This is an optimization exercise on Yosys and OpenROAD, whose aim is small area, not a production implementation.
Only simulation tests tie the RTL to the original design; equivalence was not proved.
Power is estimated from default activity; no workload was simulated. The clock port is modelled as an ideal driver; clocking choices that lean on that would not hold on a real chip.

### flow/design.v
`timescale 1ns/100ps
package fprint_pkg;
	localparam int addr_width = 8;
	localparam int data_width = 32;
	localparam int num_phys_cores = 16;
	localparam int phys_width = $clog2(num_phys_cores);
	localparam int offset_width = addr_width - phys_width;
	localparam int task_width = 4;
	localparam int num_tasks = 2 ** task_width;
	localparam int crc_width = 32;
	localparam int half_width = crc_width / 2;
	localparam logic [offset_width-1:0] cs_offset = 0;
	localparam logic [offset_width-1:0] crc_offset = 1;
	localparam logic [offset_width-1:0] map_offset = 2;
	localparam int checkout_bit = 4;
	localparam int block_bit = 5;
endpackage
`timescale 1ns/100ps
`timescale 1ns/100ps
`timescale 1ns/100ps
`timescale 1ns/100ps
`timescale 1ns/100ps
module fprint_unit #(
	parameter int ram_addr_width = 4
) (
	input  logic                              clk,
	input  logic                              reset,
	input  logic [fprint_pkg::addr_width-1:0] address,
	input  logic                              write,
	input  logic [fprint_pkg::data_width-1:0] writedata,
	output logic                              waitrequest,
	output logic                              mismatch,
	output logic [fprint_pkg::task_width-1:0] mismatch_task,
	output logic                              verified,
	output logic [fprint_pkg::task_width-1:0] verified_task
);
	localparam int nslot = 14;
	localparam int ew    = 36;    
	typedef enum logic [3:0] {
		s_idle  = 4'd0,
		s_reg   = 4'd1,    
		s_drop  = 4'd2,    
		s_lo1   = 4'd3,    
		s_lo2   = 4'd4,
		s_hi1   = 4'd5,    
		s_hi2   = 4'd6,
		s_hi3   = 4'd7,
		s_hi4   = 4'd8,
		s_wr    = 4'd9,    
		s_wrp   = 4'd10,   
		s_v1    = 4'd11,   
		s_v2    = 4'd12,   
		s_v3    = 4'd13
	} state_t;
	state_t state;
	logic [3:0]  phys;
	logic [3:0]  offset;
	logic [3:0]  wr_task;
	logic [15:0] wr_half;
	logic        lc;
	logic        checked_out;
	logic        crc_sel;
	logic [15:0] core_map;
	logic [15:0] co0, co1, ci0, ci1;
	logic [15:0] cb;
	logic        req;
	logic [3:0]  vtask;
	logic [15:0] lobuf0, lobuf1;
	logic [15:0] lo_sel;
	logic [ew-1:0] entry;
	logic [nslot-1:0][ew-1:0] ring;
	logic [3:0]  hp;         
	logic [3:0]  tp;         
	logic        empty;
	logic        leader;     
	logic        ins_pend;
	logic        is_pop;
	logic        ins0, ins1, ins2;
	logic        rd0, rd1, rd2;
	logic        rd_any;
	logic [ew-1:0] rd;
	logic        diff_q;
	logic [3:0]  mt_q;
	logic        start;
	assign phys    = address[7:4];
	assign offset  = address[3:0];
	assign wr_task = writedata[3:0];
	assign wr_half = writedata[31:16];
	assign crc_sel = (offset == 4'd1);
	assign lc          = core_map[phys];
	assign checked_out = lc ? co1[wr_task] : co0[wr_task];
	assign cb          = ci0 & ci1;
	assign start  = (state == s_idle) && write;
	assign is_pop = !empty && (leader != lc);
	always_ff @(posedge clk or posedge reset) begin
		if (reset) begin
			state <= s_idle;
		end else begin
			case (state)
				s_idle: begin
					if (write) begin
						if (!crc_sel)
							state <= s_reg;
						else if (!checked_out)
							state <= s_drop;
						else if (writedata[fprint_pkg::block_bit])
							state <= s_hi1;
						else
							state <= s_lo1;
					end else if (req) begin
						state <= s_v1;
					end
				end
				s_reg:   state <= s_wr;
				s_drop:  state <= s_wr;
				s_lo1:   state <= s_lo2;
				s_lo2:   state <= s_wr;
				s_hi1:   state <= s_hi2;
				s_hi2:   state <= s_hi3;
				s_hi3:   state <= s_hi4;
				s_hi4:   state <= is_pop ? s_wrp : s_wr;
				s_v1:    state <= s_v2;
				s_v2:    state <= s_v3;
				default: state <= s_idle;
			endcase
		end
	end
	assign waitrequest = !((state == s_wr) || (state == s_wrp));
	assign mismatch    = (state == s_wrp) && diff_q;
	assign mismatch_task = mt_q;
	assign verified      = (state == s_v2);
	assign verified_task = vtask;
	always_ff @(posedge clk or posedge reset) begin
		if (reset)
			core_map <= '0;
		else if (state == s_reg && offset == 4'd2)
			core_map[phys] <= writedata[0];
	end
	always_ff @(posedge clk or posedge reset) begin
		if (reset) begin
			co0 <= '0;
			co1 <= '0;
			ci0 <= '0;
			ci1 <= '0;
		end else if (state == s_v1) begin
			co0[vtask] <= 1'b0;
			co1[vtask] <= 1'b0;
			ci0[vtask] <= 1'b0;
			ci1[vtask] <= 1'b0;
		end else if (state == s_reg && offset == 4'd0) begin
			if (writedata[fprint_pkg::checkout_bit]) begin
				if (lc) co1[wr_task] <= 1'b1;
				else    co0[wr_task] <= 1'b1;
			end else if (checked_out) begin
				if (lc) ci1[wr_task] <= 1'b1;
				else    ci0[wr_task] <= 1'b1;
			end
		end
	end
	function automatic logic [3:0] lowest_task(input logic [15:0] mask);
		lowest_task = '0;
		for (int i = 15; i >= 0; i = i - 1) begin
			if (mask[i])
				lowest_task = i[3:0];
		end
	endfunction
	always_ff @(posedge clk or posedge reset) begin
		if (reset) begin
			req <= 1'b0;
		end else if (req) begin
			if (state == s_v2)
				req <= 1'b0;
		end else if (state != s_v3 && empty && (|cb)) begin
			req <= 1'b1;
		end
	end
	always_ff @(posedge clk) begin
		if (!req && state != s_v3)
			vtask <= lowest_task(cb);
	end
	always_ff @(posedge clk) begin
		if (start && crc_sel && checked_out && !writedata[fprint_pkg::block_bit]) begin
			if (lc) lobuf1 <= wr_half;
			else    lobuf0 <= wr_half;
		end
	end
	assign lo_sel = lc ? lobuf1 : lobuf0;
	assign entry  = {wr_half, lo_sel, wr_task};
	function automatic logic [3:0] step(input logic [3:0] p, input logic two);
		logic [4:0] s;
		s = {1'b0, p} + (two ? 5'd2 : 5'd1);
		step = (s >= 5'd14) ? 4'(s - 5'd14) : s[3:0];
	endfunction
	assign ins0 = ins_pend && (tp == 4'd13);
	assign ins1 = ins_pend && (tp == 4'd4);
	assign ins2 = ins_pend && (tp == 4'd9);
	always_ff @(posedge clk or posedge reset) begin
		if (reset) begin
			hp       <= '0;
			tp       <= '0;
			empty    <= 1'b1;
			leader   <= 1'b0;
			ins_pend <= 1'b0;
		end else begin
			hp <= step(hp, state == s_hi4 && is_pop);
			tp <= step(tp, ins0 || ins1 || ins2);
			if (start && crc_sel && checked_out && writedata[fprint_pkg::block_bit] && !is_pop)
				ins_pend <= 1'b1;
			else if (ins0 || ins1 || ins2)
				ins_pend <= 1'b0;
			if (state == s_hi3 && !is_pop) begin
				empty  <= 1'b0;
				leader <= lc;
			end else if (state == s_hi4 && is_pop) begin
				empty  <= (step(hp, 1'b0) == tp);
			end
		end
	end
	always_ff @(posedge clk) begin
		for (int p = 0; p < nslot; p = p + 1)
			ring[p] <= ring[(p + nslot - 1) % nslot];
		if (ins0) ring[0]  <= entry;
		if (ins1) ring[5]  <= entry;
		if (ins2) ring[10] <= entry;
	end
	assign rd0 = (hp == 4'd0);
	assign rd1 = (hp == 4'd5);
	assign rd2 = (hp == 4'd10);
	assign rd_any = rd0 || rd1 || rd2;
	assign rd = ({ew{rd0}} & ring[0]) | ({ew{rd1}} & ring[5]) | ({ew{rd2}} & ring[10]);
	always_ff @(posedge clk) begin
		if (rd_any) begin
			diff_q <= (rd != entry);
			mt_q   <= lc ? rd[3:0] : wr_task;
		end
	end
endmodule
### flow/constraint.sdc
create_clock -name core_clock -period 5.0 [get_ports {clk}]
set_input_delay 1.0000 -clock core_clock [delete_from_list [all_inputs] [get_ports {clk}]]
set_output_delay 1.0000 -clock core_clock [all_outputs]
set_load 0.01 [all_outputs]
### flow/config.mk
export PLATFORM = sky130hd
export DESIGN_NAME = fprint_unit
export DESIGN_NICKNAME = fprint_unit
export VERILOG_FILES = /design/flow/design.v
export SDC_FILE = /design/flow/constraint.sdc
export NUM_CORES = 4
export LEC_CHECK = 0
export CAP_MARGIN = 20
export CORE_MARGIN = 2
export CORE_UTILIZATION = 40
export SLEW_MARGIN = 20
### flow/run.sh
#!/bin/bash
# synth_recipe.tcl (not shown) runs the flow's synth.tcl, then flattens the netlist and writes it again
# the make line also repeats each setting of config.mk as NAME=value (left out here)
make -C /OpenROAD-flow-scripts/flow DESIGN_CONFIG=/design/flow/config.mk WORK_HOME=/design/flow/orfs CLKGATE_MAP_FILE= SYNTH_SCRIPT=/design/flow/synth_recipe.tcl finish
==> results of run 1 <==
==> synthesized netlist by cell type (5+ instances only) <==
cell / instances / area share, %
a21o_1: 5 / 0.19
a21oi_1: 33 / 0.85
a222oi_1: 37 / 1.9
a22o_1: 27 / 1.2
a22oi_1: 7 / 0.27
a31oi_1: 10 / 0.32
and3_1: 24 / 0.77
clkbuf_1: 45 / 0.87
dfrtp_1: 95 / 12
dfxtp_1: 504 / 52
edfxtp_1: 41 / 6.3
ha_1: 22 / 1.4
inv_1: 24 / 0.46
mux2_2: 68 / 3.9
mux2i_1: 34 / 1.8
nand2_1: 147 / 2.8
nand2b_1: 8 / 0.26
nand3_1: 36 / 0.93
nand4_1: 10 / 0.32
nor2_1: 59 / 1.1
nor2b_1: 6 / 0.19
nor3_1: 17 / 0.44
nor3b_1: 7 / 0.27
nor4_1: 8 / 0.26
o21ai_0: 105 / 2.7
o22ai_1: 8 / 0.26
o31ai_1: 15 / 0.58
xnor2_1: 33 / 1.5
xor2_1: 24 / 1.1
==> per-stage QoR <==
step / setup slack (ns) / setup TNS (ns) / instances / cell area (um2) / total power [W]
after floorplan: -0.0345 / -1.11 / 1519 / 19400 / 0.00712
after global placement: 0.314 / 0 / 2162 / 20800 / 0.00762
after detailed placement: 0.291 / 0 / 2162 / 20800 / 0.00767
after CTS: 0.959 / 0 / 2274 / 22900 / 0.0123
after global routing: 0.610 / 0 / 2274 / 22900 / 0.0128
final: 0.917 / 0 / 2274 / 22900 / 0.0122
==> path summary, 6_finish.rpt <==
path                       depth (start not counted)         end  slack (ns)  startpoint
max                                               11  lobuf0[12]        0.92  address[4]
min                                                0   ring[293]        0.29   ring[257]
max reg2reg                                       10      diff_q        1.50       hp[0]
min reg2reg                                        0   ring[293]        0.29   ring[257]
max in group asynchronous                          3      co1[8]        3.25       reset
min in group asynchronous                          2      co0[6]        0.83       reset
==> routing by layer <==
| layer | track usage (%) | vias to the layer above | part of all wire [%] |
|---|---|---|---|
| met5 | 0 | - | 0 |
| met3 | 2.66 | 82 | 4.5 |
| met4 | 6.49 | 0 | 3.2 |
| met2 | 25.7 | 254 | 46 |
| li1 | - | 5528 | - |
| met1 | 21.6 | 5640 | 47 |
==> flip-flops by register name, summed over array words and instances, names as in the netlist, 16 cells and up <==
| signal | flops |
|---|---|
| ci0 | 16 |
| co1 | 16 |
| lobuf1 | 16 |
| lobuf0 | 16 |
| ring | 504 |
| co0 | 16 |
| core_map | 16 |
| ci1 | 16 |
==> kinds of logic after synthesis <==
family,count (synthesis),synth area share (%)
DFF,641,70.6
and+or+nand+nor,336,7.93
AOI/OAI and AO/OA,276,9.68
muxes,104,5.83
buffers and inverters,81,1.77
xor gates and xnor gates,57,2.57
adders and majority gates,24,1.62
==> power groups by stage <==
stage                     Combinational (W)  Clock (W)  Sequential (W)
after global placement              0.00154          0         0.00608
after floorplan                     0.00117          0         0.00595
after CTS                           0.00159    0.00475         0.00599
final                               0.00158    0.00464         0.00600
after global routing                0.00176    0.00496         0.00605
after detailed placement            0.00158          0         0.00609
==> area by class of cell <==
class | count | area, um2 | share of cell area, %
Sequential cell | 641 | 13700 | 60.0
Multi-Input combinational cell | 797 | 5420 | 23.7
Timing Repair Buffer | 85 | 783 | 3.42
Inverter | 24 | 91.3 | 0.399
Clock inverter | 24 | 283 | 1.24
Clock buffer | 88 | 1810 | 7.92
Tap cell | 615 | 769 | 3.36
==> run summary, run 1 <==
Pwr
The design internal power is between 0.009 and 0.01 W. The clock network power share is ~38%. The power density of the placed cells is 534 nW/um2.

The highest ir drop seen on vdd is around 390 uV. The leakage power of the design is a little over 9 nW. For this design the total switching power over the nets is about 0.0032 W. In this run, the combinational gates consume 12.9% of the power. The fraction of power consumed by sequential logic is 49.1%. The fraction of power spent switching nets is 26.2%.

Floorplanning
The die covers between 50,000 and 60,000 um2. The chip height is about 220 um. The x dimension of the die is around 220 um.

In this run the core area contains 80 standard-cell rows. The I/O pin total is 54. The core region is around 48,000 um2. The initial utilization of the core area, before any placement, comes to between 40% and 50%.

Global route
The largest net degree at the start of global routing is 55. The aggregate global-route resource usage is between 15 and 20%. Global routing finished with a remaining overflow of 0.

The first global-routing pass estimated about 63,000 um of wire. The number of global-route vias before repair is 11,400. The number of antenna violations at the first check in global routing is 0.

Finish
Of the cells placed in the final design, the portion with a size suffix greater than 1 is 13.7%. The diode insertion count for antenna repair is 0. The post-synthesis to final-layout area growth is 17.7%.

After filler insertion, the fill cell instance count of the layout stands at around 4,200. The final layout contains around 1,700 nets. Leaving out fill and tap cells, the most frequent cells in the layout are 504 x dfxtp_1, 147 x nand2_1, 105 x o21ai_0. Leaving out fill and tap cells, the most frequent cell in the layout is dfxtp_1. The core utilization of the finished layout is between 40 and 50%.

Clocking
The tree is rooted in a clkbuf_16. For this design, the sink count on the clock tree is about 640. The number of buffers added for setup after CTS is 0. After clock tree synthesis, the clock-pin slew on the worst setup and hold paths is roughly 0.06 ns. The quantity of hold-fixing buffers added after cts is 0.

The TritonCTS clock tree is done. The number of CTS-inserted buffers is 60. The maximum number of buffers from clock root to sink is 3. CTS built an H-tree with a depth of 2. The total of cells resized after clock tree synthesis is 0. Clock latency on the worst-skew pair, taken at its later pin, is about 0.64 ns.

STA
Timing would allow up to 245 MHz. The max-slew violation total from the final report is 0. Clock skew on the completed layout was measured at slightly above 0.05 ns. The final count of hold timing violations came to 0. Setup violations remaining at the end of the flow were counted as 0. After layout, the minimum clock period comes to between 4 and 5 ns. Hold is met by 0.290 ns. Setup repair after global routing left no endpoint under its margin. The worst-case headroom to the max-slew limit is about a third. The share of the clock period used by the worst path after layout is 81.7%. The measured slew at the worst slew-check pin is ~0.97 ns.

Setup path
Walking the worst path, the cells encountered are clkdlybuf4s50_1 -> mux2_4 -> a311oi_4 -> buf_4 -> mux2_2 -> a21oi_1 -> o211ai_2 -> o2bb2ai_1 -> a211oi_4 -> nor4_2 -> buf_12. The number of buffers and inverters on the critical path is 3. The startpoint-to-endpoint class of the critical path is input pin to flop.

The delay of the slowest cell on the worst path is roughly 0.75 ns. The cell family contributing the most delay on the critical path is buffers and inverters. The worst path arrival time is 4.42 ns.

Data on the critical path is required at its endpoint by roughly 5.3 ns. The largest individual stage delay along the critical path comes from the cell clkdlybuf4s50_1. The endpoint kind of the worst setup timing path is a flop.

Along the worst path, the maximum fanout reaches 16. The sort of element at the start of the critical path is an input pin.

Drt
After detailed routing, the number of remaining DRC violations is 0. The pre-antenna-repair detailed-routing pass consisted of 5 iterations. The final wirelength is between 40,000 and 50,000 um. The number of design-rule violations left by the first detailed-router iteration is ~890. Dividing the detail-routed wire length by the instance count gives ~18 um. The final antenna-violating net count is 0. Across all layers, the routed design uses 11,500 vias. The per-cell via count in the routed design is between 5 and 6.

Synthesis
In this run, synthesis inferred around 40 flip-flops with an integrated enable. The Yosys warning count is 1. Synthesis inferred between 600 and 700 register bits. Counting every net in the synthesized netlist gives about 1,600. The netlist area before placement is 19,400 um2.

The commonest register cell after synthesis is dfxtp_1. The sequential cell area fraction in the yosys report is just over 70%. Of all flip-flops after synthesis, the portion carrying an async set or reset was roughly 15%.

Synthesis produced a netlist whose cell count is about 1,500. The average size of a mapped cell is about 13 um2. The unique cell type count in the Yosys netlist is 66.

Status
The run finished with no timing, DRC or antenna violations.

Hold path
The class of the most critical hold timing path is flop to flop.

Job
Max-cap violations in this run came to 0.

Placed design
The count of buffers added on input and output ports is 43. The HPWL after detailed placement is between 20,000 and 25,000 um. The global placer's final weighted congestion is 0.836.
==> run 2: changes to the inputs <==
--- a/flow/design.v
+++ b/flow/design.v
@@ -63,6 +63,8 @@
 	logic [15:0] core_map;
 	logic [15:0] co0, co1, ci0, ci1;
 	logic [15:0] cb;
+	logic [15:0] dw, dv;
+	logic        reg_cs, set_co, set_ci;
 	logic        req;
 	logic [3:0]  vtask;
 	logic [15:0] lobuf0, lobuf1;
@@ -130,31 +132,28 @@
 	assign mismatch_task = mt_q;
 	assign verified      = (state == s_v2);
 	assign verified_task = vtask;
-	always_ff @(posedge clk or posedge reset) begin
+	assign dw = 16'd1 << wr_task;
+	assign dv = (state == s_v1) ? (16'd1 << vtask) : 16'd0;
+	assign reg_cs  = (state == s_reg) && (offset == 4'd0);
+	assign set_co  = reg_cs && writedata[fprint_pkg::checkout_bit];
+	assign set_ci  = reg_cs && !writedata[fprint_pkg::checkout_bit];
+	always_ff @(posedge clk) begin
 		if (reset)
 			core_map <= '0;
 		else if (state == s_reg && offset == 4'd2)
 			core_map[phys] <= writedata[0];
 	end
-	always_ff @(posedge clk or posedge reset) begin
+	always_ff @(posedge clk) begin
 		if (reset) begin
 			co0 <= '0;
 			co1 <= '0;
 			ci0 <= '0;
 			ci1 <= '0;
-		end else if (state == s_v1) begin
-			co0[vtask] <= 1'b0;
-			co1[vtask] <= 1'b0;
-			ci0[vtask] <= 1'b0;
-			ci1[vtask] <= 1'b0;
-		end else if (state == s_reg && offset == 4'd0) begin
-			if (writedata[fprint_pkg::checkout_bit]) begin
-				if (lc) co1[wr_task] <= 1'b1;
-				else    co0[wr_task] <= 1'b1;
-			end else if (checked_out) begin
-				if (lc) ci1[wr_task] <= 1'b1;
-				else    ci0[wr_task] <= 1'b1;
-			end
+		end else begin
+			co0 <= ~dv & (co0 | ({16{set_co && !lc}} & dw));
+			co1 <= ~dv & (co1 | ({16{set_co &&  lc}} & dw));
+			ci0 <= ~dv & (ci0 | ({16{set_ci && !lc}} & dw & co0));
+			ci1 <= ~dv & (ci1 | ({16{set_ci &&  lc}} & dw & co1));
 		end
 	end
 	function automatic logic [3:0] lowest_task(input logic [15:0] mask);
@@ -187,9 +186,15 @@
 	assign lo_sel = lc ? lobuf1 : lobuf0;
 	assign entry  = {wr_half, lo_sel, wr_task};
 	function automatic logic [3:0] step(input logic [3:0] p, input logic two);
-		logic [4:0] s;
-		s = {1'b0, p} + (two ? 5'd2 : 5'd1);
-		step = (s >= 5'd14) ? 4'(s - 5'd14) : s[3:0];
+		logic [3:0] n1;
+		case (p)
+			4'd13:   n1 = 4'd0;
+			default: n1 = p + 4'd1;
+		endcase
+		case (n1)
+			4'd13:   step = two ? 4'd0 : n1;
+			default: step = two ? n1 + 4'd1 : n1;
+		endcase
 	endfunction
 	assign ins0 = ins_pend && (tp == 4'd13);
 	assign ins1 = ins_pend && (tp == 4'd4);
--- a/flow/config.mk
+++ b/flow/config.mk
@@ -8,4 +8,6 @@
 export CAP_MARGIN = 20
 export CORE_MARGIN = 2
 export CORE_UTILIZATION = 40
+export CTS_CLUSTER_DIAMETER = 100
+export CTS_CLUSTER_SIZE = 20
 export SLEW_MARGIN = 20
==> run summary, run 2 <==
Clocking
The number of buffers added for setup after CTS is 0 (unchanged). The number of levels in the clock H-tree is 2 (unchanged). The clock latency on the worst-skew pair is 0.58 ns (-0.06 ns). The maximum number of buffers from clock root to sink is 3 (unchanged). The total of cells resized after clock tree synthesis is 0 (unchanged). The buffer type at the clock tree root is clkbuf_16. The quantity of hold-fixing buffers added after cts is 0 (unchanged).

The count of clock tree sinks is 641 (unchanged). The clock transition time at the flip-flop clock pins of the worst setup and hold paths is 0.08 ns (+0.02 ns). The number of CTS-inserted buffers is 38 (-37%). The TritonCTS clock tree is done.

Placed design
The area after detailed placement was 19,600 um2 (-5.8%). The global placer's final weighted congestion is 0.813 (-2.7%). The placement-stage worst setup slack was 0.256 ns (-0.0345 ns). The number of I/O port buffers is 43 (unchanged). The number of instances in the placed design came to 2,060 (-4.7%).

The HPWL after detailed placement is 21,800 um (-12%).

Synthesis
The mux cell area share after synthesis came to 6.07% (+0.25 points). The number of standard cells after synthesis is 1,446 (-4.8%). The unique cell type count in the Yosys netlist is 67 (+1.5%).

The area share of and/or/nand/nor cells after synthesis is 8.14% (+0.21 points). By instance count, the leading cell after synthesis is dfxtp_1. The xor-xnor portion of the synthesized cell area came to 2.19% (-0.38 points). The proportion of netlist area held by the largest area contributor is 63.6% (+12 points). The number of flops mapped to enable cells by yosys was 41 (unchanged). The average size of a mapped cell is 12.7 um2 (-0.71%). The share of synthesized flip-flops with an asynchronous set or reset came to 2.50% (-12 points). After synthesis, the largest family of logic cells by area is compound AO/OA/AOI/OAI gates. Of all cell types, the one taking the most synthesized area is dfxtp_1. The netlist area before placement is 18,400 um2 (-5.5%). The sequential cell area fraction in the yosys report is 72.5% (+1.9 points). The adder and majority gate portion of the synthesized area came to 0.409% (-1.2 points). The Yosys warning count is 1 (unchanged).

After synthesis, the most frequently instantiated cells are 584 x dfxtp_1, 136 x nand2_1, 115 x nor2_1. By area the synthesized netlist is led by dfxtp_1 64%, edfxtp_1 6.7%, mux2_2 4.1%, nand2_1 2.8%, nor2_1 2.3%. The compound-cell area share of the yosys netlist was 8.89% (-0.78 points).

The number of nets in the synthesized netlist is 1,495 (-5.7%). The number of flip-flops and latches in the synthesized netlist came to 641 (unchanged). The commonest register cell after synthesis is dfxtp_1.

STA
The fmax is 238 MHz (-2.9%). The total negative slack for setup checks came to 0 ns (unchanged). The measured slew at the worst slew-check pin came to 0.854 ns (-0.118 ns).

The final count of hold timing violations is 0 (unchanged). The share of the clock period used by the worst path after layout is 84.1% (+2.4 points). The setup clock skew after layout is 0.0182 ns (-0.0335 ns).

The worst-case headroom to the max-slew limit was 42.3% (+7.1 points). The max-slew violation total from the final report was 0 (unchanged). The setup slack of the critical path after layout is 0.794 ns (-0.122 ns).

Setup repair after global routing left no endpoint under its margin. The clock period minus final worst setup slack was 4.21 ns (+0.122 ns). The final setup violation count was 0 (unchanged).

Pwr
The fraction of power consumed by sequential logic is 59.2% (+10 points). The part of the total power dissipated in combinational logic is 8.3% (-4.6 points). The power density of the placed cells came to 454 nW/um2 (-15%). The fraction of power spent switching nets is 24.3% (-1.9 points).

The design internal power was 0.00709 W (-21%). The leakage power of the design was 7.96 nW (-14%). The highest ir drop seen on vdd is 255 uV (-34%).

The switching power is 0.00228 W (-29%). The clock network power share is 32.4% (-5.6 points).

Drt
The final wirelength was 35,800 um (-11%). The wire length per cell after detailed routing is 16.9 um (-4.0%). The number of design-rule violations left by the first detailed-router iteration is 730 (-18%). The DRC violation count after routing is 0 (unchanged). The final antenna-violating net count was 0 (unchanged). The per-cell via count in the routed design came to 4.99 (-1.3%).

The routed via count is 10,600 (-8.2%). The first-pass iteration count of the detailed router is 7 (+2).

Job
The number of maximum-capacitance constraint violations came to 0 (unchanged).

Setup path
The delay of the slowest cell on the worst path is 0.72 ns (-0.03 ns). The worst path required time is 5.27 ns (-0.06 ns). STA classifies the critical path endpoint as a flop. The maximum fanout encountered on the critical timing path is 30 (+14).

The worst path arrival time is 4.48 ns (+0.06 ns). The library cell appearing most often on the critical path is buf_12. Traced cell by cell, the critical path runs through clkdlybuf4s50_1 -> mux4_1 -> mux2i_1 -> mux2_2 -> buf_12 -> or3_1 -> o311ai_1 -> a211oi_1 -> a311o_1 -> o22ai_4 -> nor4_2 -> buf_12. The critical path is of the input pin to flop type. STA classifies the critical path startpoint as an input pin. The cell at the slowest stage of the critical path is clkdlybuf4s50_1.

Finish
The flip-flop count of the largest register after layout is 504 (unchanged). The register area is 13,300 um2 (-2.9%). The core utilization of the finished layout is 45.5% (-2.3 points). The share of cells above drive strength 1 is 10.2% (-3.5 points). The area of the multi-input gates was 4760 um2 (-12%).

The number of fillers in the final layout is 4,103 (-3.3%). The count of nets after finishing is 1,549 (-7.6%). The register bank with the most flops is ring. Compared with the post-synthesis result, the final layout area differs by 12.3%. The area of all placed cells without fillers is 20,600 um2 (-9.8%). The library cells used most frequently in the layout, excluding fill and tap cells, are 584 x dfxtp_1, 135 x nand2_1, 115 x nor2_1. The number of standard cells in the final layout excluding fillers is 2,115 (-7.0%). The diode insertion count for antenna repair is 0 (unchanged). The most common cell after layout, fill and taps aside is dfxtp_1.

Global route
The global-route wire length before repair is 56,600 um (-11%). The number of antenna violations at the first check in global routing is 0 (unchanged). The total grt overflow is 0 (unchanged). The aggregate global-route resource usage is 15.1% (-0.90 points).

The largest net degree at the start of global routing is 54 (-1.8%). The number of global-route vias before repair is 10,300 (-9.5%).

Floorplanning
The I/O pin total is 54 (unchanged). The chip height is 218 um (-2.7%). The x dimension of the die came to 218 um (-2.7%). The total number of placement rows is 78 (-2.5%). The total core area is 45,400 um2 (-5.2%). The effective utilization at floorplan is 40.5% (-0.14 points). The total die area is 47,700 um2 (-5.4%).

Status
The run finished with no timing, DRC or antenna violations.

Hold path
The class of the most critical hold timing path is flop to flop.
run 2: power groups by stage:
| stage | combinational, W | clock, W | sequential (W) |
|---|---|---|---|
| after global routing | 0.000864 | 0.00332 | 0.00558 |
| after detailed placement | 0.000784 | 0 | 0.00567 |
| after floorplan | 0.000596 | 0 | 0.00553 |
| after CTS | 0.000788 | 0.00314 | 0.00555 |
| after global placement | 0.000774 | 0 | 0.00566 |
| final | 0.000782 | 0.00304 | 0.00555 |
run 2: logic make-up (layout without fill, tap and decap cells):
| group | after synthesis | count (layout) |
|---|---|---|
| buf+inv | 72 | 141 |
| compound gates | 241 | 241 |
| xor+xnor | 46 | 46 |
| mux | 97 | 97 |
| fa+ha+maj | 6 | 6 |
| flops | 641 | 641 |
| simple gates | 343 | 343 |
run 2: layout make-up:
class,count,share of cell area [%]
Multi-Input combinational cell,733,23.0
Timing Repair Buffer,71,3.35
Clock inverter,4,0.309
Inverter,15,0.273
Tap cell,600,3.64
Sequential cell,641,64.6
Clock buffer,51,4.84
run 2: metrics by stage:
step           power, W  hold WS (ns)
3_3_place_gp    0.00643         0.310
6_report        0.00937         0.314
2_1_floorplan   0.00612         0.310
4_1_cts         0.00948         0.317
5_1_grt         0.00976         0.315
3_5_place_dp    0.00645         0.312
run 2: worst paths after layout:
| kind | cells past startpoint | slack, ns | from | end |
|---|---|---|---|---|
| max in group asynchronous | 3 | 3.13 | reset | empty |
| min reg2reg | 0 | 0.31 | ring[128] | ring[164] |
| max | 12 | 0.79 | address[6] | lobuf1[3] |
| max reg2reg | 8 | 1.66 | hp[1] | diff_q |
| min in group asynchronous | 2 | 1.25 | reset | state[3] |
| min | 0 | 0.31 | ring[128] | ring[164] |
run 2: worst max-delay path: cells and delay by family:
| kind | cells | cell delay (ns) |
|---|---|---|
| AO/OA/AOI/OAI | 4 | 0.85 |
| buffers and inverters | 3 | 1.16 |
| multiplexers | 3 | 0.96 |
| AND/OR/NAND/NOR | 2 | 0.48 |
run 2: routing by layer:
metal  vias to the layer above  global-route usage (%)  wire, um
met5                         -                       0         0
met4                         0                    5.35       782
met1                      5160                    21.4     17400
met3                        53                    2.00      1470
met2                       223                    23.6     16100
li1                       5126                       -         -
==> run 3: changes to the inputs <==
==> flow/flow/run.sh (new file) <==
#!/bin/bash
# Standard ORFS layout with two changes: the port buffers are the smallest
# buffer cell, and clock tree synthesis clusters 25 sinks per leaf buffer and
# adds no dummy loads. Runs in the standard flow's work folder; the full tool output goes
# to standard.log there (ORFS's per-step logs stay under orfs/logs).
set -euo pipefail
export BUFFER_PORTS_ARGS="-buffer_cell sky130_fd_sc_hd__buf_1"
export CTS_ARGS="-sink_clustering_enable -repair_clock_nets -sink_clustering_size 25 -sink_clustering_max_diameter 100 -dont_use_dummy_load"
bash standard.sh finish > standard.log 2>&1
==> flow/standard.sh (new file) <==
#!/bin/bash
# synth_recipe.tcl (not shown) runs the flow's synth.tcl, then flattens the netlist and writes it again
# the make line also repeats each setting of config.mk as NAME=value (left out here)
make -C /OpenROAD-flow-scripts/flow DESIGN_CONFIG=/design/flow/config.mk WORK_HOME=/design/flow/orfs CLKGATE_MAP_FILE= SYNTH_SCRIPT=/design/flow/synth_recipe.tcl "${@:-finish}"
--- a/flow/config.mk
+++ b/flow/config.mk
@@ -8,6 +8,4 @@
 export CAP_MARGIN = 20
 export CORE_MARGIN = 2
 export CORE_UTILIZATION = 40
-export CTS_CLUSTER_DIAMETER = 100
-export CTS_CLUSTER_SIZE = 20
 export SLEW_MARGIN = 20
removed: flow/run.sh
==> run summary, run 3 <==
Finish
Relative to the synthesized area, the layout overhead comes to 8.66%. The most common cell after layout, fill and taps aside is dfxtp_1. The number of standard cells in the final layout excluding fillers is 2,083 (-1.5%).

The count of nets after finishing is 1,534 (-0.97%). The share of cells above drive strength 1 is 9.17% (-1.1 points). The diode insertion count for antenna repair was 0 (unchanged).

Leaving out fill and tap cells, the most frequent cells in the layout are 584 x dfxtp_1, 135 x nand2_1, 115 x nor2_1. Counting flops per register, the top entry is ring. The flip-flop count of the largest register after layout is 504 (unchanged).

The number of fillers in the final layout is 4,138 (+0.85%).

Hold path
The class of the most critical hold timing path is flop to flop.

Drt
The final wirelength was 34,700 um (-2.9%). The first-pass iteration count of the detailed router is 5 (-2). The number of design-rule violations left by the first detailed-router iteration was 825 (+13%). The DRC violation count after routing is 0 (unchanged). The final antenna-violating net count was 0 (unchanged).

The wire length per cell after detailed routing came to 16.7 um (-1.4%). The routed via count is 10,300 (-2.1%). The per-cell via count in the routed design is 4.96 (-0.62%).

Synthesis
The unique cell type count in the Yosys netlist is 67 (unchanged). The number of standard cells after synthesis is 1,446 (unchanged). The number of flip-flops and latches in the synthesized netlist came to 641 (unchanged).

The number of flops mapped to enable cells by yosys was 41 (unchanged). The proportion of netlist area held by the largest area contributor is 63.6% (unchanged). The sequential cell area fraction in the yosys report is 72.5% (unchanged). The Yosys warning count is 1 (unchanged).

By area the synthesized netlist is led by dfxtp_1 64%, edfxtp_1 6.7%, mux2_2 4.1%, nand2_1 2.8%, nor2_1 2.3%. The commonest cells after synthesis are 584 x dfxtp_1, 136 x nand2_1, 115 x nor2_1. The commonest register cell after synthesis is dfxtp_1.

The library cell with the highest instance count after synthesis is dfxtp_1. The largest area contributor in the synthesized netlist is dfxtp_1. The average size of a mapped cell is 12.7 um2 (unchanged). The netlist area before placement is 18,400 um2 (unchanged). The share of synthesized flip-flops with an asynchronous set or reset is 2.50% (unchanged).

The number of nets in the synthesized netlist was 1,495 (unchanged).

Status
The flow ran to the end and the layout has no timing, DRC or antenna violations.

Clocking
The number of levels in the clock H-tree is 1 (-1). The clock latency on the worst-skew pair was 0.59 ns (about the same). The number of buffers added for setup after CTS is 0 (unchanged). The total of cells resized after clock tree synthesis came to 0 (unchanged). The clock transition time at the flip-flop clock pins of the worst setup and hold paths was 0.09 ns (about the same). The buffer type at the clock tree root is clkbuf_16. The quantity of hold-fixing buffers added after cts is 0 (unchanged).

The TritonCTS clock tree is done. The count of clock tree sinks was 641 (unchanged). The number of CTS-inserted buffers was 29 (-24%). The maximum number of buffers from clock root to sink was 3 (unchanged).

Setup path
The worst path arrival time was 4.30 ns (-0.18 ns). The startpoint-to-endpoint class of the critical path is input pin to flop. The maximum fanout encountered on the critical timing path came to 18 (-40%).

STA classifies the critical path endpoint as a flop. STA classifies the critical path startpoint as an input pin. The worst path required time is 5.31 ns (+0.04 ns).

Placed design
The number of I/O port buffers came to 43 (unchanged). The global placer's final weighted congestion is 0.847 (+4.2%). The HPWL after detailed placement came to 21,800 um (-0.12%). The number of instances in the placed design came to 2,054 (-0.29%).

Pwr
The highest ir drop seen on vdd is 314 uV (+23%). The leakage power of the design is 7.66 nW (-3.8%). The power density of the placed cells came to 439 nW/um2 (-3.3%).

STA
The setup clock skew after layout is 0.0307 ns (+0.0125 ns). The fmax is 251 MHz (+5.4%). The max-slew violation total from the final report was 0 (unchanged).

The share of the clock period used by the worst path after layout is 79.8% (-4.3 points). The clock period minus final worst setup slack is 3.99 ns (-0.216 ns). The measured slew at the worst slew-check pin is 0.995 ns (+0.142 ns). The worst-case headroom to the max-slew limit is 32.7% (-9.6 points).

Setup repair after global routing left no endpoint under its margin. The total negative slack for setup checks is 0 ns (unchanged). The final setup violation count was 0 (unchanged).

The final count of hold timing violations is 0 (unchanged).

Job
The number of maximum-capacitance constraint violations was 0 (unchanged).

Floorplanning
The I/O pin total is 54 (unchanged). The total die area came to 47,700 um2 (unchanged). The total number of placement rows is 78 (unchanged). The chip height is 218 um (unchanged). The total core area is 45,400 um2 (unchanged).

The effective utilization at floorplan came to 40.5% (unchanged). The x dimension of the die is 218 um (unchanged).

Global route
The number of global-route vias before repair came to 10,100 (-2.0%). The largest net degree at the start of global routing is 54 (unchanged). The number of antenna violations at the first check in global routing is 0 (unchanged).

The global-route wire length before repair is 55,500 um (-1.9%). The total grt overflow was 0 (unchanged). The aggregate global-route resource usage came to 14.6% (-0.52 points).
==> run 3: cell counts after synthesis <==
No cell type changed its count.
==> run 3: report_power, final <==
group | internal (W) | switching, W
logic | 0.000269 | 0.000462
clock network | 0.00103 | 0.00145
registers | 0.00535 | 0.000195
total | 0.00666 | 0.00211
==> run 3: final cells by class <==
| type | instances | area [um2] | share of cell area (%) |
|---|---|---|---|
| Clock buffer | 29 | 726 | 3.64 |
| Sequential cell | 641 | 13300 | 66.7 |
| Tap cell | 600 | 751 | 3.76 |
| Timing Repair Buffer | 65 | 352 | 1.76 |
| Inverter | 15 | 56.3 | 0.282 |
| Multi-Input combinational cell | 733 | 4760 | 23.8 |
==> run 3: final timing paths <==
kind                              endpoint  slack [ns]  depth (start not counted)   startpoint
worst min register to register   ring[264]        0.30                          0    ring[228]
worst max register to register  lobuf1[14]        1.60                         10  core_map[6]
max in group asynchronous            empty        3.53                          3        reset
worst max-delay path            lobuf1[14]        1.01                         11   address[6]
min in group asynchronous              req        0.84                          2        reset
worst min-delay path             ring[264]        0.30                          0    ring[228]
==> run 3: cell families after synthesis <==
family | count (synthesis) | share of synthesized area [%]
xor+xnor | 46 | 2.19
fa+ha+maj | 6 | 0.409
simple gates | 343 | 8.14
flops | 641 | 72.5
compound gates | 241 | 8.89
mux | 97 | 6.07
buf+inv | 72 | 1.76
==> run 3: worst max-delay path, stage by stage <==
cell and delay, ns:
buf_1 0.37, mux4_1 0.61, mux2i_1 0.17, mux2_2 0.53, mux2_2 0.40, o22ai_1 0.15
a211oi_1 0.06, a311o_1 0.34, o22ai_4 0.31, nor4_2 0.08, buf_4 0.24
==> run 3: layer usage <==
metal | GRT usage [%] | routed length (um)
met5 | 0 | 0
met4 | 3.95 | 674
met3 | 1.49 | 1390
met2 | 23.0 | 15400
met1 | 21.3 | 17200
==> run 3: per-stage QoR <==
step	hold slack [ns]	instance area, um2	util [%]	power, W	setup slack, ns
after floorplan	0.310	18400	-	0.00612	0.0685
after global placement	0.310	19200	42.4	0.00638	0.451
after detailed placement	0.312	19200	42.4	0.00640	0.400
after CTS	0.292	20000	44.0	0.00885	1.02
after global routing	0.296	20000	44.0	0.00915	0.833
final	0.304	20000	44.0	0.00876	1.01
==> run 4: changes to the inputs <==
==> flow/flow/run.sh (replaced) <==
#!/bin/bash
# Standard ORFS layout with three changes:
#  - synthesis is the standard flow's script with an area-oriented ABC mapping script
#    (flow/area_synth.tcl, flow/area.abc);
#  - the port buffers are the smallest buffer cell;
#  - clock tree synthesis clusters 30 sinks per leaf buffer and adds no dummy
#    loads.
# Runs in the standard flow's work folder. Each tool run's full output goes to a log here:
# synth.log (synthesis) and standard.log (the rest); ORFS's per-step logs stay
# under orfs/logs.
set -euo pipefail
W=$PWD
export FLOW_WORK=$W
export AREA_ABC_SCRIPT=$W/flow/area.abc
export BUFFER_PORTS_ARGS="-buffer_cell sky130_fd_sc_hd__buf_1"
export CTS_ARGS="-sink_clustering_enable -repair_clock_nets -sink_clustering_size 30 -sink_clustering_max_diameter 100 -dont_use_dummy_load"
# standard.sh with our synthesis script in place of synth_recipe.tcl
sed "s#SYNTH_SCRIPT=[^ ]*synth_recipe.tcl#SYNTH_SCRIPT=$W/flow/area_synth.tcl#" standard.sh > area_standard.sh
grep -q "SYNTH_SCRIPT=$W/flow/area_synth.tcl" area_standard.sh
bash area_standard.sh synth > synth.log 2>&1
bash standard.sh finish > standard.log 2>&1
==> flow/flow/area.abc (new file) <==
&get -n
&st
&syn2
&dch -f
&nf -a -R 1000
&put
==> flow/flow/area_synth.tcl (new file) <==
# The standard flow's synthesis script (synth_recipe.tcl, sourced unchanged), except that
# the ABC technology-mapping step runs flow/area.abc, an area-oriented script,
# in place of ORFS's speed script. Registers are mapped before ABC runs, so
# they come out as in the standard synthesis.
proc abc {args} {
  set keep {}
  set skip 0
  foreach a $args {
    if {$skip} { set skip 0; continue }
    if {$a in {-script -D -constr}} { set skip 1; continue }
    lappend keep $a
  }
  yosys abc -script $::env(AREA_ABC_SCRIPT) {*}$keep
}
source $::env(FLOW_WORK)/synth_recipe.tcl
==> run summary, run 4 <==
Floorplanning
The effective utilization at floorplan is 40.4% (-0.055 points). The total core area is 44,100 um2 (-2.8%). The x dimension of the die came to 215 um (-1.4%). The total die area came to 46,300 um2 (-2.8%). The I/O pin total was 54 (unchanged).

The chip height is 215 um (-1.4%). The total number of placement rows is 77 (-1.3%).

Setup path
The sort of element at the start of the critical path is an input pin. The worst path required time is 5.26 ns (-0.05 ns). By startpoint and endpoint, the worst setup path is classified as input pin to flop.

The register-to-register setup slack is 1.61 ns (about the same). The worst path arrival time is 4.28 ns (-0.02 ns). The endpoint kind of the worst setup timing path is a flop. The maximum fanout encountered on the critical timing path came to 30 (+12).

Clocking
The quantity of hold-fixing buffers added after cts is 0 (unchanged). The number of buffers added for setup after CTS is 0 (unchanged). The number of levels in the clock H-tree is 1 (unchanged). The number of CTS-inserted buffers is 25 (-14%). The count of clock tree sinks is 641 (unchanged).

The clock latency on the worst-skew pair came to 0.59 ns (about the same). The total of cells resized after clock tree synthesis is 0 (unchanged). The clock transition time at the flip-flop clock pins of the worst setup and hold paths came to 0.10 ns (about the same). In this run the clock root is driven by a clkbuf_16. The maximum number of buffers from clock root to sink is 3 (unchanged).

The TritonCTS clock tree is done.

Drt
The met2 layer wire length in the routed design is 14,800 um (-4.2%). The highest metal layer with signal wires is met4. The per-cell via count in the routed design was 4.96 (about the same).

The DRC violation count after routing was 0 (unchanged). The routed via count is 10,100 (-2.3%). The final wirelength is 33,900 um (-2.4%). The total length of routed met3 wires came to 1730 um (+24%). The wire length per cell after detailed routing is 16.6 um (-0.18%). The number of design-rule violations left by the first detailed-router iteration was 835 (+1.2%). The wire length the detailed router placed on met1 is 16,800 um (-2.6%). The final antenna-violating net count is 0 (unchanged). The first-pass iteration count of the detailed router is 8 (+3).

STA
The fmax is 249 MHz (-0.70%). The clock period minus final worst setup slack is 4.02 ns (+0.0280 ns). The worst-case headroom to the max-slew limit was 36.5% (+3.7 points). The setup clock skew after layout was 0.0699 ns (+0.0393 ns). The final count of hold timing violations is 0 (unchanged). The setup slack of the critical path after layout came to 0.982 ns (-0.0280 ns). Setup repair after global routing left no endpoint under its margin. The share of the clock period used by the worst path after layout is 80.4% (+0.56 points). The max-slew violation total from the final report was 0 (unchanged). The measured slew at the worst slew-check pin is 0.946 ns (-0.0494 ns). The final setup violation count is 0 (unchanged). The total negative slack for setup checks is 0 ns (unchanged).

Synthesis
By area, the combinational part of the netlist is dominated by compound AO/OA/AOI/OAI gates. The adder and majority gate portion of the synthesized area is 0.421% (+0.012 points). The number of standard cells after synthesis is 1,354 (-6.4%). The library cell with the highest instance count after synthesis is dfxtp_1. The mux cell area share after synthesis came to 6.49% (+0.42 points). The largest area contributor in the synthesized netlist is dfxtp_1. The netlist area before placement came to 17,800 um2 (-2.9%). The proportion of netlist area held by the largest area contributor was 65.5% (+1.9 points).

The number of nets in the synthesized netlist was 1,403 (-6.2%). The xor-xnor portion of the synthesized cell area is 1.96% (-0.23 points). In the synthesized netlist, the cells that appear most often are 584 x dfxtp_1, 175 x nor2_1, 108 x a21oi_1. The number of flip-flops and latches in the synthesized netlist is 641 (unchanged). The commonest register cell after synthesis is dfxtp_1. The Yosys warning count is 1 (unchanged). The compound-cell area share of the yosys netlist is 8.14% (-0.75 points). By area the synthesized netlist is led by dfxtp_1 66%, edfxtp_1 6.9%, mux2_1 3.9%, nor2_1 3.7%, a21oi_1 3.0%. The share of synthesized flip-flops with an asynchronous set or reset is 2.50% (unchanged). The number of flops mapped to enable cells by yosys is 41 (unchanged). The average size of a mapped cell is 13.2 um2 (+3.7%).

The sequential cell area fraction in the yosys report came to 74.7% (+2.2 points). The area share of and/or/nand/nor cells after synthesis is 8.06% (-0.086 points). The unique cell type count in the Yosys netlist came to 43 (-36%).

Global route
The aggregate global-route resource usage is 14.8% (+0.19 points). The number of antenna violations at the first check in global routing was 0 (unchanged). The global-route wire length before repair was 55,100 um (-0.70%). The number of global-route vias before repair is 9,914 (-1.8%). The total grt overflow came to 0 (unchanged).

The largest net degree at the start of global routing came to 54 (unchanged).

Finish
The number of fillers in the final layout was 4,116 (-0.53%). The library cell used most frequently in the layout, excluding fill and tap cells, is dfxtp_1. The area of the multi-input gates is 4530 um2 (-4.8%).

The flip-flop count of the largest register after layout is 504 (unchanged). Leaving out fill and tap cells, the most frequent cells in the layout are 584 x dfxtp_1, 173 x nor2_1, 107 x a21oi_1. The count of nets after finishing is 1,496 (-2.5%). The post-synthesis to final-layout area growth is 10.0%. The register with the most flip-flops in the final layout is ring. The diode insertion count for antenna repair is 0 (unchanged).

The share of cells above drive strength 1 is 4.71% (-4.5 points). The register area came to 13,300 um2 (unchanged).

Placed design
The number of I/O port buffers is 43 (unchanged). The placement-stage worst setup slack came to 0.381 ns (-0.0181 ns). The HPWL after detailed placement is 20,700 um (-5.1%). The global placer's final weighted congestion is 0.860 (+1.5%).

Hold path
The worst hold path belongs to the class flop to flop.

Pwr
The leakage power of the design is 7.57 nW (-1.2%). The highest ir drop seen on vdd is 291 uV (-7.2%). The power density of the placed cells came to 443 nW/um2 (+0.86%).

Job
The number of maximum-capacitance constraint violations is 0 (unchanged).

Status
The flow ran to the end and the layout has no timing, DRC or antenna violations.
-- run 4: per-stage QoR --
| stage | utilization (%) | cell area, um2 | hold slack [ns] | instances | total power [W] |
|---|---|---|---|---|---|
| global route | 44.5 | 19600 | 0.321 | 2037 | 0.00909 |
| global placement | 43.1 | 19000 | 0.310 | 2012 | 0.00647 |
| CTS | 44.5 | 19600 | 0.294 | 2037 | 0.00879 |
| detailed placement | 43.1 | 19000 | 0.312 | 2012 | 0.00650 |
| finish | 44.5 | 19600 | 0.296 | 2037 | 0.00869 |
| floorplan | - | 17800 | 0.310 | 1354 | 0.00616 |
-- run 4: final cells by class --
class	instances	area share (%)
clock buffers	25	3.19
flip-flops and latches	641	67.9
repair buffers	66	1.89
multi-input cells	702	23.1
inverters	11	0.210
well taps	592	3.77
-- run 4: layer usage --
metal	GRT usage, %	vias to the layer above
li1	-	4941
met1	21.9	4864
met2	22.8	257
met3	2.15	38
met4	3.22	0
met5	0	-
-- run 4: worst max-delay path, stage by stage --
cell and delay [ns]:
buf_1 0.46, mux4_2 0.57, mux2i_1 0.15, nor2_1 0.08, a21oi_4 0.16, buf_12 0.17
buf_4 0.45, mux2i_1 0.40, xor2_1 0.13, nor4_1 0.46, nand4_1 0.20
-- run 4: worst paths after layout --
check	start	depth (start not counted)	to
max reg2reg	hp[1]	10	diff_q
min in group asynchronous	reset	3	state[3]
max in group asynchronous	reset	3	empty
min reg2reg	ring[261]	0	ring[297]
min	ring[261]	0	ring[297]
max	address[4]	11	diff_q
-- run 4: power by group --
group          switching (W)  internal [W]
sequential          0.000205       0.00550
clock                0.00141      0.000902
combinational       0.000440      0.000228
-- run 4: cell families (layout without fill, tap and decap cells) --
kind of cell	count (synthesis)	in the layout
flip-flops	641	641
buffers and inverters	11	102
AO/OA/AOI/OAI	228	228
AND/OR/NAND/NOR	335	335
multiplexers	93	93
adder cells (fa/ha/maj)	6	6
XOR/XNOR	40	40
==> run 5: changes to the inputs <==
--- a/flow/design.v
+++ b/flow/design.v
@@ -67,7 +67,9 @@
 	logic        reg_cs, set_co, set_ci;
 	logic        req;
 	logic [3:0]  vtask;
-	logic [15:0] lobuf0, lobuf1;
+	logic [15:0] lo_a, lo_b;
+	logic        lo_ph;
+	logic        lo_wr;
 	logic [15:0] lo_sel;
 	logic [ew-1:0] entry;
 	logic [nslot-1:0][ew-1:0] ring;
@@ -177,13 +179,19 @@
 		if (!req && state != s_v3)
 			vtask <= lowest_task(cb);
 	end
-	always_ff @(posedge clk) begin
-		if (start && crc_sel && checked_out && !writedata[fprint_pkg::block_bit]) begin
-			if (lc) lobuf1 <= wr_half;
-			else    lobuf0 <= wr_half;
-		end
-	end
-	assign lo_sel = lc ? lobuf1 : lobuf0;
+	always_ff @(posedge clk or posedge reset) begin
+		if (reset)
+			lo_ph <= 1'b0;
+		else
+			lo_ph <= !lo_ph;
+	end
+	assign lo_wr = ((state == s_lo1) || (start && crc_sel && checked_out && !writedata[fprint_pkg::block_bit]))
+	               && (lc == lo_ph);
+	always_ff @(posedge clk) begin
+		lo_a <= lo_b;
+		lo_b <= lo_wr ? wr_half : lo_a;
+	end
+	assign lo_sel = (lc == lo_ph) ? lo_a : lo_b;
 	assign entry  = {wr_half, lo_sel, wr_task};
 	function automatic logic [3:0] step(input logic [3:0] p, input logic two);
 		logic [3:0] n1;
==> run summary, run 5 <==
Synthesis
The average size of a mapped cell came to 12.9 um2 (-2.3%). The number of flip-flops and latches in the synthesized netlist is 642 (+0.16%). The area share of and/or/nand/nor cells after synthesis is 8.16% (+0.10 points). The compound-cell area share of the yosys netlist is 8.26% (+0.12 points).

The sequential cell area fraction in the yosys report was 73.3% (-1.4 points). In the synthesized netlist, the cells that appear most often are 616 x dfxtp_1, 153 x nor2_1, 98 x a21oi_1, 98 x nand2_1, 72 x mux2_1. The adder and majority gate portion of the synthesized area is 0.422% (+0.0016 points). Ranked by total cell area, the synthesized netlist is headed by dfxtp_1 69%, mux2_1 4.6%, nor2_1 3.2%, a21oi_1 2.8%, dfrtp_1 2.3%.

The share of synthesized flip-flops with an asynchronous set or reset is 2.65% (+0.15 points). The mux cell area share after synthesis came to 7.43% (+0.94 points). The number of flops mapped to enable cells by yosys was 9 (-78%). The proportion of netlist area held by the largest area contributor came to 69.4% (+3.9 points). The Yosys warning count is 1 (unchanged).

The number of nets in the synthesized netlist came to 1,430 (+1.9%). The netlist area before placement is 17,800 um2 (-0.38%). The number of standard cells after synthesis is 1,381 (+2.0%). The library cell with the highest instance count after synthesis is dfxtp_1. By area, the combinational part of the netlist is dominated by compound AO/OA/AOI/OAI gates.

The largest area contributor in the synthesized netlist is dfxtp_1. The most used flip-flop cell after synthesis is dfxtp_1. The xor-xnor portion of the synthesized cell area is 2.12% (+0.16 points). The unique cell type count in the Yosys netlist is 45 (+4.7%).

Placed design
The area after detailed placement is 18,900 um2 (-0.33%). The HPWL after detailed placement is 20,900 um (+1.1%). The number of I/O port buffers is 43 (unchanged). The placement-stage worst setup slack was 0.382 ns (+0.000916 ns). The number of instances in the placed design was 2,038 (+1.3%). The global placer's final weighted congestion is 0.823 (-4.2%).

STA
The total negative slack for setup checks is 0 ns (unchanged). The max-slew violation total from the final report came to 0 (unchanged). The fmax came to 247 MHz (-0.58%). The clock period minus final worst setup slack was 4.04 ns (+0.0233 ns). The setup clock skew after layout is 0.120 ns (+0.0500 ns). The worst-case headroom to the max-slew limit was 32.4% (-4.1 points). The measured slew at the worst slew-check pin is 1.01 ns (+0.0658 ns). Setup repair after global routing left no endpoint under its margin.

The setup slack of the critical path after layout is 0.959 ns (-0.0233 ns). The final count of hold timing violations is 0 (unchanged). The share of the clock period used by the worst path after layout is 80.8% (+0.47 points). The final setup violation count was 0 (unchanged).

Floorplanning
The effective utilization at floorplan is 40.4% (-0.065 points). The chip height was 215 um (-0.19%). The x dimension of the die is 215 um (-0.19%). The I/O pin total is 54 (unchanged).

The total number of placement rows came to 77 (unchanged). The total core area is 44,000 um2 (-0.22%). The total die area is 46,100 um2 (-0.37%).

Setup path
The worst path required time is 5.44 ns (+0.18 ns). The sort of element at the start of the critical path is an input pin. The cell at the slowest stage of the critical path is mux4_2.

The delay of the slowest cell on the worst path was 0.54 ns (-0.03 ns). The startpoint-to-endpoint class of the critical path is input pin to flop. The worst path arrival time is 4.48 ns (+0.20 ns).

The register-to-register setup slack was 1.41 ns (-0.20 ns). The number of buffers and inverters on the critical path is 3 (unchanged). The maximum fanout encountered on the critical timing path came to 21 (-30%). The endpoint kind of the worst setup timing path is a flop. The kind of cell adding the most delay to the critical path is multiplexers. The critical path goes through buf_1 -> mux4_2 -> nand2_1 -> nand2_1 -> a21oi_4 -> buf_12 -> mux4_2 -> mux2i_1 -> a21oi_1 -> a22oi_1 -> nor4_1 -> o21ai_2 -> buf_12 -> mux2_1.

Finish
The count of nets after finishing is 1,523 (+1.8%). Leaving out fill and tap cells, the most frequent cell in the layout is dfxtp_1. The area of all placed cells without fillers is 19,600 um2 (-0.19%). The share of cells above drive strength 1 is 4.76% (+0.050 points). In the layout the commonest cells are 616 x dfxtp_1, 151 x nor2_1, 98 x nand2_1. The post-synthesis to final-layout area growth is 10.2%. The core utilization of the finished layout is 44.5% (about the same). The flip-flop count of the largest register after layout is 504 (unchanged). The number of standard cells in the final layout excluding fillers is 2,064 (+1.3%).

More flip-flops sit in one register than any other, and that register is ring. The diode insertion count for antenna repair is 0 (unchanged).

Status
The flow ran to the end and the layout has no timing, DRC or antenna violations.

Global route
The number of global-route vias before repair was 10,200 (+3.2%). The total grt overflow was 0 (unchanged). The aggregate global-route resource usage is 14.7% (-0.041 points). The number of antenna violations at the first check in global routing is 0 (unchanged). The global-route wire length before repair came to 54,900 um (-0.43%). The largest net degree at the start of global routing is 55 (+1.9%).

Drt
In this run the top signal layer used is met4. The final antenna-violating net count is 0 (unchanged). The DRC violation count after routing is 0 (unchanged).

The total length of routed met3 wires is 1610 um (-7.1%). The final wirelength is 34,100 um (+0.55%). The per-cell via count in the routed design came to 4.96 (about the same). The wire length per cell after detailed routing is 16.5 um (-0.76%).

The routed via count came to 10,200 (+1.4%). The number of design-rule violations left by the first detailed-router iteration is 785 (-6.0%). The met2 layer wire length in the routed design came to 15,200 um (+3.0%). The wire length the detailed router placed on met1 is 16,400 um (-2.2%). The first-pass iteration count of the detailed router was 5 (-3).

Pwr
The leakage power of the design is 7.52 nW (-0.64%). The power density of the placed cells is 448 nW/um2 (+1.2%). The highest ir drop seen on vdd is 284 uV (-2.5%).

Clocking
The total of cells resized after clock tree synthesis is 0 (unchanged). The number of CTS-inserted buffers is 26 (+4.0%). The count of clock tree sinks came to 642 (+0.16%). The maximum number of buffers from clock root to sink is 3 (unchanged). The clock transition time at the flip-flop clock pins of the worst setup and hold paths is 0.10 ns (about the same).

The quantity of hold-fixing buffers added after cts is 0 (unchanged). The cell sitting at the root of the clock tree is a clkbuf_16. The number of levels in the clock H-tree is 1 (unchanged). The number of buffers added for setup after CTS was 0 (unchanged). The clock latency on the worst-skew pair came to 0.60 ns (about the same). TritonCTS built the clock tree.

Job
The number of maximum-capacitance constraint violations is 0 (unchanged).

Hold path
The tightest min-delay check is of the flop to flop type.
-- run 5: cell count changes after synthesis, moves of 3 or more --
cell      change
edfxtp_1     -32
dfxtp_1      +32
nor2_1       -22
nor3_1        +4
and3_1        -4
mux2_1       +10
o21ai_0      +13
clkinv_1      +3
mux2i_1       +5
xnor2_1       +3
a21oi_1      -10
nand2_1      +20
-- run 5: cell type report --
class / instances / area (um2)
Clock buffer: 26 / 651
Timing Repair Buffer: 65 / 364
Inverter: 14 / 52.6
Multi-Input combinational cell: 725 / 4760
Tap cell: 592 / 741
Fill cell: 4048 / 24400
Sequential cell: 642 / 13000
-- run 5: final timing paths --
check | start | endpoint | cells after the start
worst max-delay path | address[5] | lo_b[4] | 14
worst min-delay path | ring[133] | ring[169] | 0
max in group asynchronous | reset | req | 3
min in group asynchronous | reset | state[2] | 3
worst max register to register | core_map[8] | lo_b[4] | 13
worst min register to register | ring[133] | ring[169] | 0
-- run 5: per-layer routing --
metal	global-route usage, %	up-vias
met2	23.8	216
li1	-	5001
met1	20.3	4976
met3	2.32	49
met5	0	-
met4	4.75	0
-- run 5: kinds of logic after synthesis --
kind of cell,after synthesis
DFF,642
and+or+nand+nor,337
AOI/OAI and AO/OA,231
muxes,108
xor gates and xnor gates,43
buffers and inverters,14
adders and majority gates,6
-- run 5: report_power, final --
part	internal, W	leakage, nW	switching, W
sequential	0.00541	5.35	0.000195
clock	0.000935	0.320	0.00144
combinational	0.000274	1.85	0.000525
total	0.00662	7.52	0.00216
-- run 5: per-stage QoR --
step / hold slack (ns) / power [W]
floorplan: 0.310 / 0.00617
global placement: 0.310 / 0.00651
finish: 0.273 / 0.00878
global route: 0.274 / 0.00918
CTS: 0.272 / 0.00887
detailed placement: 0.312 / 0.00653
==> run 6: changes to the inputs <==
--- a/flow/config.mk
+++ b/flow/config.mk
@@ -8,4 +8,5 @@
 export CAP_MARGIN = 20
 export CORE_MARGIN = 2
 export CORE_UTILIZATION = 40
+export PLACE_DENSITY = 0.8
 export SLEW_MARGIN = 20
==> run summary, run 6 <==
STA
The setup clock skew after layout is 0.0478 ns (-0.0721 ns). The clock period minus final worst setup slack was 4.09 ns (+0.0531 ns). Setup repair after global routing left no endpoint under its margin. The fmax is 244 MHz (-1.3%).

The measured slew at the worst slew-check pin is 1.07 ns (+0.0595 ns). The final count of hold timing violations is 0 (unchanged). The worst-case headroom to the max-slew limit is 28.6% (-3.8 points). The final setup violation count is 0 (unchanged).

The max-slew violation total from the final report is 0 (unchanged). The total negative slack for setup checks is 0 ns (unchanged). The share of the clock period used by the worst path after layout is 81.9% (+1.1 points). The setup slack of the critical path after layout is 0.906 ns (-0.0531 ns).

Synthesis
The library cell with the highest instance count after synthesis is dfxtp_1. The number of flip-flops and latches in the synthesized netlist is 642 (unchanged). The proportion of netlist area held by the largest area contributor came to 69.4% (unchanged). The netlist area before placement is 17,800 um2 (unchanged). The main combinational cell family by area after synthesis is compound AO/OA/AOI/OAI gates. The area share of and/or/nand/nor cells after synthesis was 8.16% (unchanged). Sorting the synthesized cells by how often they occur yields 616 x dfxtp_1, 153 x nor2_1, 98 x a21oi_1, 98 x nand2_1, 72 x mux2_1.

The unique cell type count in the Yosys netlist is 45 (unchanged). The average size of a mapped cell is 12.9 um2 (unchanged). The compound-cell area share of the yosys netlist is 8.26% (unchanged). The number of standard cells after synthesis is 1,381 (unchanged). The sequential cell area fraction in the yosys report is 73.3% (unchanged). The number of nets in the synthesized netlist came to 1,430 (unchanged). The Yosys warning count is 1 (unchanged). Among all flip-flop cells after synthesis, the most frequent one is dfxtp_1.

The xor-xnor portion of the synthesized cell area was 2.12% (unchanged). The biggest area contributor in the post-synthesis netlist is dfxtp_1. The mux cell area share after synthesis is 7.43% (unchanged). The share of synthesized flip-flops with an asynchronous set or reset is 2.65% (unchanged).

The adder and majority gate portion of the synthesized area was 0.422% (unchanged). Yosys attributes the largest share of cell area to dfxtp_1 69%, mux2_1 4.6%, nor2_1 3.2%, a21oi_1 2.8%, dfrtp_1 2.3%. The number of flops mapped to enable cells by yosys is 9 (unchanged).

Drt
The DRC violation count after routing came to 0 (unchanged). The number of design-rule violations left by the first detailed-router iteration is 960 (+22%). The routed via count is 10,500 (+2.1%). The per-cell via count in the routed design is 5.07 (+2.2%).

The first-pass iteration count of the detailed router came to 6 (+1). The final antenna-violating net count was 0 (unchanged). The final wirelength is 33,900 um (-0.49%).

The wire length per cell after detailed routing came to 16.5 um (-0.39%).

Global route
The total grt overflow came to 0 (unchanged). The global-route wire length before repair is 54,800 um (-0.15%). The aggregate global-route resource usage is 14.4% (-0.33 points). The met1 track demand over resource is 18.5% (-1.8 points). The global routing met2 resource utilization was 24.7% (+0.91 points). The most used routing layer is met2.

The number of antenna violations at the first check in global routing is 0 (unchanged). The number of global-route vias before repair is 10,600 (+4.0%). The largest net degree at the start of global routing is 55 (unchanged). The global-route track usage on met3 is 1.97% (-0.35 points).

Finish
The register area came to 13,000 um2 (unchanged). The diode insertion count for antenna repair is 0 (unchanged). The count of nets after finishing is 1,521 (-0.13%). The core utilization of the finished layout came to 44.4% (-0.071 points). The register bank with the most flops is ring. The number of fillers in the final layout came to 3,877 (-4.2%). Leaving out fill and tap cells, the most frequent cells in the layout are 616 x dfxtp_1, 151 x nor2_1, 98 x nand2_1.

The share of cells above drive strength 1 is 4.69% (-0.062 points). The most common cell after layout, fill and taps aside is dfxtp_1. The flip-flop count of the largest register after layout was 504 (unchanged).

The post-synthesis to final-layout area growth is 10.1%. The area of the multi-input gates was 4760 um2 (unchanged).

Setup path
The sort of element at the start of the critical path is an input pin. The startpoint-to-endpoint class of the critical path is input pin to flop. STA classifies the critical path endpoint as a flop. The maximum fanout encountered on the critical timing path came to 21 (unchanged). The worst path arrival time came to 4.53 ns (+0.05 ns). The worst path required time was 5.44 ns (about the same).

Clocking
The clock latency on the worst-skew pair is 0.56 ns (-0.04 ns). The maximum number of buffers from clock root to sink is 3 (unchanged). The number of buffers added for setup after CTS is 0 (unchanged). The buffer type at the clock tree root is clkbuf_16.

The quantity of hold-fixing buffers added after cts was 0 (unchanged). The number of levels in the clock H-tree is 1 (unchanged). The clock transition time at the flip-flop clock pins of the worst setup and hold paths is 0.10 ns (about the same). The count of clock tree sinks is 642 (unchanged). The number of CTS-inserted buffers is 25 (-3.8%). The TritonCTS clock tree is done. The total of cells resized after clock tree synthesis came to 0 (unchanged).

Floorplanning
The x dimension of the die is 215 um (unchanged). The I/O pin total is 54 (unchanged). The total number of placement rows is 77 (unchanged). The chip height is 215 um (unchanged).

The total die area was 46,100 um2 (unchanged). The total core area came to 44,000 um2 (unchanged). The effective utilization at floorplan is 40.4% (unchanged).

Pwr
The leakage power of the design is 7.50 nW (-0.19%). The highest ir drop seen on vdd came to 268 uV (-5.6%). The power density of the placed cells is 446 nW/um2 (-0.55%).

Placed design
The HPWL after detailed placement is 21,800 um (+4.4%). The global placer's final weighted congestion is 0.889 (+8.0%). The placement-stage worst setup slack is 0.354 ns (-0.0279 ns). The number of I/O port buffers is 43 (unchanged).

Job
The number of maximum-capacitance constraint violations is 0 (unchanged).

Status
The run finished with no timing, DRC or antenna violations.

Hold path
In this run the worst hold path is classified as flop to flop.
## run 6: final timing paths
kind                       slack (ns)        end    startpoint  cells past startpoint
setup reg to reg                 1.53    lo_b[5]  core_map[11]                     13
hold reg to reg                  0.31  ring[494]     ring[458]                      0
max in group asynchronous        3.73      empty         reset                      2
min in group asynchronous        0.86   state[3]         reset                      2
setup / recovery                 0.91    lo_b[5]    address[4]                     14
hold / removal                   0.31  ring[494]     ring[458]                      0
## run 6: layer usage
metal  wire length, um  up-vias
met1             14800     5047
li1                  -     4999
met3              1860       64
met2             16200      352
met4              1070        0
met5                 0        -
## run 6: cells by family after synthesis
kind of cell | after synthesis
and+or+nand+nor | 337
DFF | 642
muxes | 108
AOI/OAI and AO/OA | 231
buffers and inverters | 14
xor gates and xnor gates | 43
adders and majority gates | 6
## run 6: power breakdown
| part | internal (W) | total, W | switching [W] |
|---|---|---|---|
| Sequential | 0.00541 | 0.00561 | 0.000203 |
| Clock | 0.000902 | 0.00230 | 0.00140 |
| Combinational | 0.000277 | 0.000798 | 0.000522 |
| Total | 0.00659 | 0.00872 | 0.00212 |
## run 6: worst max-delay path, stage by stage
cell     delay (ns)
buf_1          0.39
mux4_2         0.56
mux2i_1        0.15
nor2_1         0.08
a21oi_4        0.16
buf_12         0.20
mux4_2         0.52
mux2i_1        0.21
nand2_1        0.09
a22oi_1        0.29
nor4_1         0.13
o21ai_2        0.19
buf_12         0.19
mux2_1         0.34
## run 6: layout make-up
type                            count  share of cell area (%)
Clock buffer                       25                    3.20
Inverter                           14                   0.275
Multi-Input combinational cell    725                    24.3
Sequential cell                   642                    66.6
Tap cell                          592                    3.79
Timing Repair Buffer               64                    1.82
## run 6: metrics by stage
step / cell area, um2 / power, W / hold slack (ns) / std cells
after floorplan: 17800 / 0.00617 / 0.310 / 1381
after global placement: 18900 / 0.00647 / 0.310 / 2037
after detailed placement: 18900 / 0.00652 / 0.312 / 2037
after CTS: 19600 / 0.00876 / 0.304 / 2062
after global routing: 19600 / 0.00905 / 0.305 / 2062
final: 19600 / 0.00872 / 0.311 / 2062

[re-timing with driven ports]
In the flow no input, the clock included, has a driving cell. The finished layouts below were timed again as built, in two steps.
Step 1 assumes that a clkbuf_16 drives the clock port and a buf_2 every other input.
Step 2 adds t to the input delays and takes it off the output delays; t is the mean of the earliest and latest rising clock arrival at the registers after step 1. Input paths then give back, and output paths get back, about the clock's delay inside the block.
Slacks: ideal / step 1 / step 2; pairs: ideal / step 1.
| run | shift t [ns] | setup WS [ns] | slew at the worst register clock pin (ns) | pins driven straight from the clock port |
|---|---|---|---|---|
| run 1 | 0.666 | 0.917 / 0.942 / 0.276 | 0.07 / 0.07 | 1 |
| run 2 | 0.611 | 0.794 / 0.819 / 0.208 | 0.09 / 0.09 | 1 |
| run 3 | 0.627 | 1.010 / 1.038 / 0.411 | 0.10 / 0.10 | 1 |
| run 4 | 0.609 | 0.982 / 1.012 / 0.403 | 0.11 / 0.11 | 1 |
| run 5 | 0.597 | 0.959 / 0.994 / 0.398 | 0.12 / 0.12 | 1 |
| run 6 | 0.591 | 0.906 / 0.933 / 0.342 | 0.11 / 0.11 | 1 |
After both steps setup and hold are still met in every run listed. For run 1, which loses most, drivers alone change the setup slack by +0.025 ns; drivers and shift together by -0.641 ns.
